Source: an optimization exercise on an open RTL-to-GDS flow (aim: small area, a short achievable clock period and few clock cycles). Production flows keep margins and buffers that such runs may drop.
Where RTL was checked, it was by simulation tests only, not by an equivalence proof against the original.

== willow ==
## rpn_stack_evaluator
module rpn_stack_evaluator (
	input  logic                           clk,
	input  logic                           arst_n,
	input  logic                           s_tvalid,
	output logic                           s_tready,
	input  logic [rse_pkg::SYM_W-1:0]      s_tdata,    
	input  logic                           s_tlast,
	output logic                           m_tvalid,
	input  logic                           m_tready,
	output logic [rse_pkg::WORD_W-1:0]     m_tdata,    
	output logic                           m_tuser     
);
Size in the first run: about 6,200 cells after synthesis, about 2,300 flip-flops, about 72,000 µm² of cells after synthesis.
clock: 10.0 ns
lec_check: 0
cap_margin: 20
core_margin: 2
core_utilization: 40
cts_cluster_diameter: 100
cts_cluster_size: 25
slew_margin: 20
tns_end_percent: 5
standard.sh (not shown) runs the stock make flow with config.mk's settings and CLKGATE_MAP_FILE= SYNTH_SCRIPT=/design/flow/synth_recipe.tcl, a recipe that flattens the netlist after the stock synthesis.
==> flow/flow/run.sh <==
#!/bin/bash
set -euo pipefail
bash standard.sh SETUP_SLACK_MARGIN=6 finish > flow_make.log 2>&1
Changes in fjord relative to willow:
--- a/flow/config.mk
+++ b/flow/config.mk
@@ -13,2 +13 @@
 export SLEW_MARGIN = 20
-export TNS_END_PERCENT = 5
[summary]
fjord reports a lower count of clock-buffer cells in the layout than willow does.
Multi-input logic portion of the cell area, willow and fjord: smaller value in willow
Going from willow to fjord, length of routed met3 wiring grew by a little under 10%.
Function was not checked in any run of this note: the RTL went through the layout flow alone.

* * *

Another version of the RTL of rpn_stack_evaluator (not shown whole).
For scale: ~48 I/O pins.
export LEC_CHECK = 0
export CAP_MARGIN = 20
export CORE_MARGIN = 2
export CORE_UTILIZATION = 40
export CTS_CLUSTER_DIAMETER = 100
export CTS_CLUSTER_SIZE = 25
export SLEW_MARGIN = 20
create_clock -name core_clock -period 10.0 [get_ports {clk}]
Scripts as last shown in full above: flow/flow/run.sh
Testbench counts at the start, summed over its fixed seeds: cycles 45,572.
Then changed:
==> flow/run.sh (new file) <==
#!/bin/bash
# synth_recipe.tcl (not shown) runs the flow's synth.tcl, then flattens the netlist and writes it again
# the make line also repeats each setting of config.mk as NAME=value (left out here)
make -C /OpenROAD-flow-scripts/flow DESIGN_CONFIG=/design/flow/config.mk WORK_HOME=/design/flow/orfs CLKGATE_MAP_FILE= SYNTH_SCRIPT=/design/flow/synth_recipe.tcl finish
CTS_CLUSTER_SIZE = 28   (was 25)
SETUP_SLACK_MARGIN = 5   (was unset)
removed: flow/flow/run.sh
removed: flow/standard.sh
Effect: Cell area decreases by a few percent; final cell count came out lower by a few percent; worst setup slack degrades by 0.57 ns.
Then changed:
==> flow/flow/run.sh (new file) <==
#!/bin/bash
set -euo pipefail
bash standard.sh SETUP_SLACK_MARGIN=5.75 finish > flow_make.log 2>&1
==> flow/standard.sh (new file) <==
#!/bin/bash
# synth_recipe.tcl (not shown) runs the flow's synth.tcl, then flattens the netlist and writes it again
# the make line also repeats each setting of config.mk as NAME=value (left out here)
make -C /OpenROAD-flow-scripts/flow DESIGN_CONFIG=/design/flow/config.mk WORK_HOME=/design/flow/orfs CLKGATE_MAP_FILE= SYNTH_SCRIPT=/design/flow/synth_recipe.tcl "${@:-finish}"
CTS_CLUSTER_SIZE = 25   (was 28)
SETUP_SLACK_MARGIN = unset   (was 5)
TNS_END_PERCENT = 5   (was unset)
removed: flow/run.sh
Outcome: Final area goes up by about 2.4%; worst hold slack improved by 0.0033 ns; worst setup slack improved by 0.44 ns; synthesized cell count does not change; die area stays the same; flip-flop and latch count does not change; fmax goes up by about 10%.
Then changed:
==> flow/flow/run.sh (replaced) <==
#!/bin/bash
set -euo pipefail
bash standard.sh SETUP_SLACK_MARGIN=6.5 finish > flow_make.log 2>&1
After rerunning: Non-clock buffer count climbs by 102; synthesized cell count is unchanged; via count climbs slightly; routed wire length climbs slightly; fmax climbs slightly; die area does not change; global-route usage climbs by 0.30 points; flip-flop and latch count stays the same.
Then changed:
==> flow/flow/run.sh (replaced) <==
#!/bin/bash
set -euo pipefail
bash standard.sh SETUP_SLACK_MARGIN=6 finish > flow_make.log 2>&1
PLACE_DENSITY = 0.5   (was unset)
Core utilization went down by 0.57 points.
Sequential share of layout area went up by 0.70 points.
Global-route usage went up by 0.52 points.
Wire length went up by 2.6%.
Cell count went down by about 0.6%.
Die area stays the same.

* * *

alpha:
Another version of the RTL of rpn_stack_evaluator (not shown whole).
Size in the first run: roughly 6000 cells after synthesis, roughly 2200 flip-flops, about 48 I/O pins, roughly 0.074 mm2 of cells after synthesis.
make LEC_CHECK=0 CAP_MARGIN=20 CORE_MARGIN=2 CORE_UTILIZATION=40 SLEW_MARGIN=20 finish   # period 10.0 ns
run.sh (not shown) runs the stock make flow with config.mk's settings and CLKGATE_MAP_FILE= SYNTH_SCRIPT=/design/flow/synth_recipe.tcl, a recipe that flattens the netlist after the stock synthesis.
Stock flow here: none of the scripts above is used.
Input changes introduced in epsilon (baseline for comparison: alpha):
Settings: an added SETUP_SLACK_MARGIN of 5; an added ABC_CLOCK_PERIOD_IN_PS of 4500.
==> comparison <==
- Between alpha and epsilon, the post-route met1 wirelength is lower for alpha.
- Comparing alpha and epsilon, critical path depth is higher on epsilon.
- Via count went up by a few percent going from alpha to epsilon.
- Post-CTS setup-driven buffer insertion count (higher): epsilon
- Worst hold-check slack: epsilon vs alpha up 0.0069 ns
Function was not checked in any run of this note: the RTL went through the layout flow alone.

* * *

rpn_stack_evaluator, a different RTL version from the one above (not shown whole).
Size: roughly 6100 cells after synthesis, about 2300 flip-flops, about 48 I/O pins, about 0.074 mm^2 of cells after synthesis.
==> flow/config.mk <==
export PLATFORM = sky130hd
export DESIGN_NAME = rpn_stack_evaluator
export DESIGN_NICKNAME = rpn_stack_evaluator
export VERILOG_FILES = /design/flow/design.v
export SDC_FILE = /design/flow/constraint.sdc
export NUM_CORES = 4
export LEC_CHECK = 0
export CAP_MARGIN = 20
export CORE_MARGIN = 2
export CORE_UTILIZATION = 40
export CTS_CLUSTER_DIAMETER = 50
export CTS_CLUSTER_SIZE = 30
export SETUP_SLACK_MARGIN = 5
export SLEW_MARGIN = 20
==> flow/constraint.sdc <==
create_clock -name core_clock -period 10.0 [get_ports {clk}]
set_input_delay 2.0000 -clock core_clock [delete_from_list [all_inputs] [get_ports {clk}]]
set_output_delay 2.0000 -clock core_clock [all_outputs]
set_load 0.01 [all_outputs]
Rerun with:
--- a/flow/config.mk
+++ b/flow/config.mk
@@ -9,6 +9,6 @@
 export CORE_MARGIN = 2
 export CORE_UTILIZATION = 40
-export CTS_CLUSTER_DIAMETER = 50
-export CTS_CLUSTER_SIZE = 30
+export CTS_CLUSTER_DIAMETER = 100
+export CTS_CLUSTER_SIZE = 25
 export SETUP_SLACK_MARGIN = 5
 export SLEW_MARGIN = 20
Effect:
- The changed run ran to the end with no violations
- die area stays the same
- non-clock buffer count rises by 1
- clock-buffer cell count falls by 40
- final area falls by a few percent
- critical path depth does not change
- flip-flop and latch count does not change
- via count falls slightly
- clock skew rises by 0.037 ns
- final cell count falls slightly
No functional check of the RTL was part of any run of this note.

* * *

Setup of run a:
Another version of the RTL of rpn_stack_evaluator (not shown whole).
Settings: LEC_CHECK=0, ABC_CLOCK_PERIOD_IN_PS=3500, CAP_MARGIN=20, CORE_MARGIN=2, CORE_UTILIZATION=40, SETUP_SLACK_MARGIN=5, SLEW_MARGIN=20; clock period 10.0 ns.
Testbench counts of run a, summed over its fixed seeds: cycles 45,392.
Setup changes, run a to run b
- a change of ABC_CLOCK_PERIOD_IN_PS from 3500 to 4500
[summary]
On flip-flop and latch count, run a tracks run b almost exactly. As far as area of all placed cells without fillers goes, run b and run a are indistinguishable; the numbers are identical. Comparing run b against run a, there is no change at all in distinct cell type count after synthesis. Number of H-tree levels: run a vs run b — no meaningful difference. Maximum root-to-sink buffer count: run a vs run b — no meaningful difference. Run b finished every step from synthesis to the final layout, and the layout passed the timing, design-rule and antenna checks. Re number of buffers added to fix hold violations after cts: no difference whatsoever between run a and run b. The clock-buffer cell count of run b and that of run a are within noise of each other.

* * *

Setup of trial 91:
rpn_stack_evaluator with an RTL version that a note above also has.
For scale: roughly 6400 cells after synthesis, about 2300 flip-flops, about 48 I/O pins, about 73000 µm² of cells after synthesis.
export LEC_CHECK = 0
export CAP_MARGIN = 20
export CORE_MARGIN = 2
export CORE_UTILIZATION = 40
export CTS_CLUSTER_DIAMETER = 100
export CTS_CLUSTER_SIZE = 28
export SLEW_MARGIN = 20
export TNS_END_PERCENT = 5
create_clock -name core_clock -period 10.0 [get_ports {clk}]
standard.sh (not shown) runs the stock make flow with config.mk's settings and CLKGATE_MAP_FILE= SYNTH_SCRIPT=/design/flow/synth_recipe.tcl, a recipe that flattens the netlist after the stock synthesis.
==> flow/flow/run.sh <==
#!/bin/bash
set -euo pipefail
bash standard.sh SETUP_SLACK_MARGIN=6 finish > flow_make.log 2>&1
Testbench counts of trial 91, summed over its fixed seeds: cycles 45,572.
--- input diff trial 91..build 81 ---
- changing CTS_CLUSTER_SIZE from 28 to 25
- setting PLACE_DENSITY to 0.7 for the first time
Notes after the runs:
Compared with trial 91, in build 81 final period demand of the worst path saw a decrease, transition at the pin with the smallest max-transition slack saw a decrease.

* * *

v6:
rpn_stack_evaluator, a different RTL version from the one above (not shown whole).
For scale: ~6200 cells after synthesis, roughly 2200 flip-flops, ~75000 um^2 of cells after synthesis.
==> flow/config.mk <==
export PLATFORM = sky130hd
export DESIGN_NAME = rpn_stack_evaluator
export DESIGN_NICKNAME = rpn_stack_evaluator
export VERILOG_FILES = /design/flow/design.v
export SDC_FILE = /design/flow/constraint.sdc
export NUM_CORES = 4
export LEC_CHECK = 0
export CAP_MARGIN = 20
export CORE_MARGIN = 2
export CORE_UTILIZATION = 40
export SETUP_SLACK_MARGIN = 5
export SLEW_MARGIN = 20
==> flow/constraint.sdc <==
create_clock -name core_clock -period 10.0 [get_ports {clk}]
set_input_delay 2.0000 -clock core_clock [delete_from_list [all_inputs] [get_ports {clk}]]
set_output_delay 2.0000 -clock core_clock [all_outputs]
set_load 0.01 [all_outputs]
run.sh (not shown) runs the stock make flow with config.mk's settings and CLKGATE_MAP_FILE= SYNTH_SCRIPT=/design/flow/synth_recipe.tcl, a recipe that flattens the netlist after the stock synthesis.
Stock flow here: none of the scripts above is used.
Here is what was changed in the inputs of v7 compared with v6.
==> flow/flow/run.sh (new file) <==
#!/bin/bash
set -euo pipefail
bash standard.sh SETUP_SLACK_MARGIN=6.5 finish > flow_make.log 2>&1
==> flow/standard.sh (new file) <==
#!/bin/bash
# synth_recipe.tcl (not shown) runs the flow's synth.tcl, then flattens the netlist and writes it again
# the make line also repeats each setting of config.mk as NAME=value (left out here)
make -C /OpenROAD-flow-scripts/flow DESIGN_CONFIG=/design/flow/config.mk WORK_HOME=/design/flow/orfs CLKGATE_MAP_FILE= SYNTH_SCRIPT=/design/flow/synth_recipe.tcl "${@:-finish}"
--- a/flow/config.mk
+++ b/flow/config.mk
@@ -9,4 +9,3 @@
 export CORE_MARGIN = 2
 export CORE_UTILIZATION = 40
-export SETUP_SLACK_MARGIN = 5
 export SLEW_MARGIN = 20
removed: flow/run.sh
Findings:
v7 closes out successfully: all stages finished, all timing, DRC and antenna checks passed.
Diff v7 and v6: setup slack after placement lower in v6
Diff v7 and v6: sequential share of layout area higher in v6
v7 vs v6 on worst-path maximum fanout: v7 is the higher one.
No run of this note included a check of the RTL's function; only the layout flow was run.

* * *

rpn_stack_evaluator, a different RTL version from the one above (not shown whole).
Size in the first run: about 2300 flip-flops, roughly 73000 sq um of cells after synthesis.
Settings: LEC_CHECK=0, CAP_MARGIN=20, CORE_MARGIN=2, CORE_UTILIZATION=40, CTS_CLUSTER_DIAMETER=100, CTS_CLUSTER_SIZE=25, SLEW_MARGIN=20, TNS_END_PERCENT=5; clock period 10.0 ns.
standard.sh (not shown) runs the stock make flow with config.mk's settings and CLKGATE_MAP_FILE= SYNTH_SCRIPT=/design/flow/synth_recipe.tcl, a recipe that flattens the netlist after the stock synthesis.
==> flow/flow/run.sh <==
#!/bin/bash
set -euo pipefail
bash standard.sh SETUP_SLACK_MARGIN=6 finish > flow_make.log 2>&1
The starting point passed the timing, design-rule and antenna checks.
Next try:
==> flow/flow/run.sh (replaced) <==
#!/bin/bash
set -euo pipefail
bash standard.sh SETUP_SLACK_MARGIN=6.25 finish > flow_make.log 2>&1
Effect: Setup slack improves by 0.022 ns. Via count goes down by 0.36%.
Function was not checked in any run of this note: the RTL went through the layout flow alone.

-- static timing again, ports no longer ideal --
No port has a modelled driver above. Below, the same layouts with a new extraction and two added sets of constraints.
Step 1 (the two cells are an assumption about what drives the block):
set clk [get_ports {clk}]
set_driving_cell -lib_cell sky130_fd_sc_hd__clkbuf_16 $clk
set_driving_cell -lib_cell sky130_fd_sc_hd__buf_2 [delete_from_list [all_inputs] $clk]
Step 2 adds t to the input delays and takes it off the output delays; t is the mean of the earliest and latest rising clock arrival at the registers after step 1. Input paths then give back, and output paths get back, about the clock's delay inside the block.
a / b / c = ideal ports / drivers / drivers and shift; a / b = the first two.
run | t (ns) | setup WS [ns] | worst hold slack (ns) | worst setup path after step 2 | worst data-port slew with drivers (ns)
willow | 0.832 | 5.207 / 5.207 / 5.207 | 0.264 / 0.264 / 0.264 | register to register | 0.03
fjord | 0.832 | 5.215 / 5.215 / 5.215 | 0.291 / 0.291 / 0.291 | register to register | 0.04
the first run of note 2 | 0.824 | 5.807 / 5.807 / 5.807 | 0.287 / 0.287 / 0.287 | register to register | 0.06
the second run of note 2 | 0.835 | 5.239 / 5.239 / 5.239 | 0.290 / 0.290 / 0.290 | register to register | 0.04
the third run of note 2 | 0.854 | 5.675 / 5.675 / 5.675 | 0.293 / 0.293 / 0.293 | register to register | 0.08
the fourth run of note 2 | 0.843 | 5.693 / 5.693 / 5.693 | 0.290 / 0.290 / 0.290 | register to register | 0.05
the fifth run of note 2 | 0.878 | 5.637 / 5.637 / 5.637 | 0.283 / 0.283 / 0.283 | register to register | 0.04
alpha | 0.935 | 2.621 / 2.621 / 2.621 | 0.277 / 0.277 / 0.277 | register to register | 0.04
epsilon | 0.913 | 4.336 / 4.336 / 4.336 | 0.284 / 0.284 / 0.284 | register to register | 0.04
the first run of note 4 | 0.916 | 4.940 / 4.940 / 4.940 | 0.299 / 0.299 / 0.299 | register to register | 0.07
the second run of note 4 | 0.884 | 4.976 / 4.976 / 4.976 | 0.290 / 0.290 / 0.290 | register to register | 0.07
run a | 0.891 | 5.043 / 4.964 / 5.108 | 0.236 / 0.236 / 0.236 | register to register | 0.04
run b | 0.891 | 5.043 / 4.964 / 5.108 | 0.236 / 0.236 / 0.236 | register to register | 0.04
trial 91 | 0.836 | 5.740 / 5.740 / 5.740 | 0.289 / 0.289 / 0.289 | register to register | 0.08
build 81 | 0.819 | 5.803 / 5.803 / 5.803 | 0.299 / 0.299 / 0.299 | register to register | 0.04
v6 | 0.925 | 5.080 / 5.080 / 5.080 | 0.290 / 0.290 / 0.290 | register to register | 0.03
v7 | 0.904 | 5.509 / 5.509 / 5.509 | 0.289 / 0.289 / 0.289 | register to register | 0.05
the first run of note 8 | 0.838 | 5.611 / 5.611 / 5.611 | 0.294 / 0.294 / 0.294 | register to register | 0.04
the second run of note 8 | 0.846 | 5.633 / 5.633 / 5.633 | 0.278 / 0.278 / 0.278 | register to register | 0.03
After both steps every run listed still meets setup and hold.
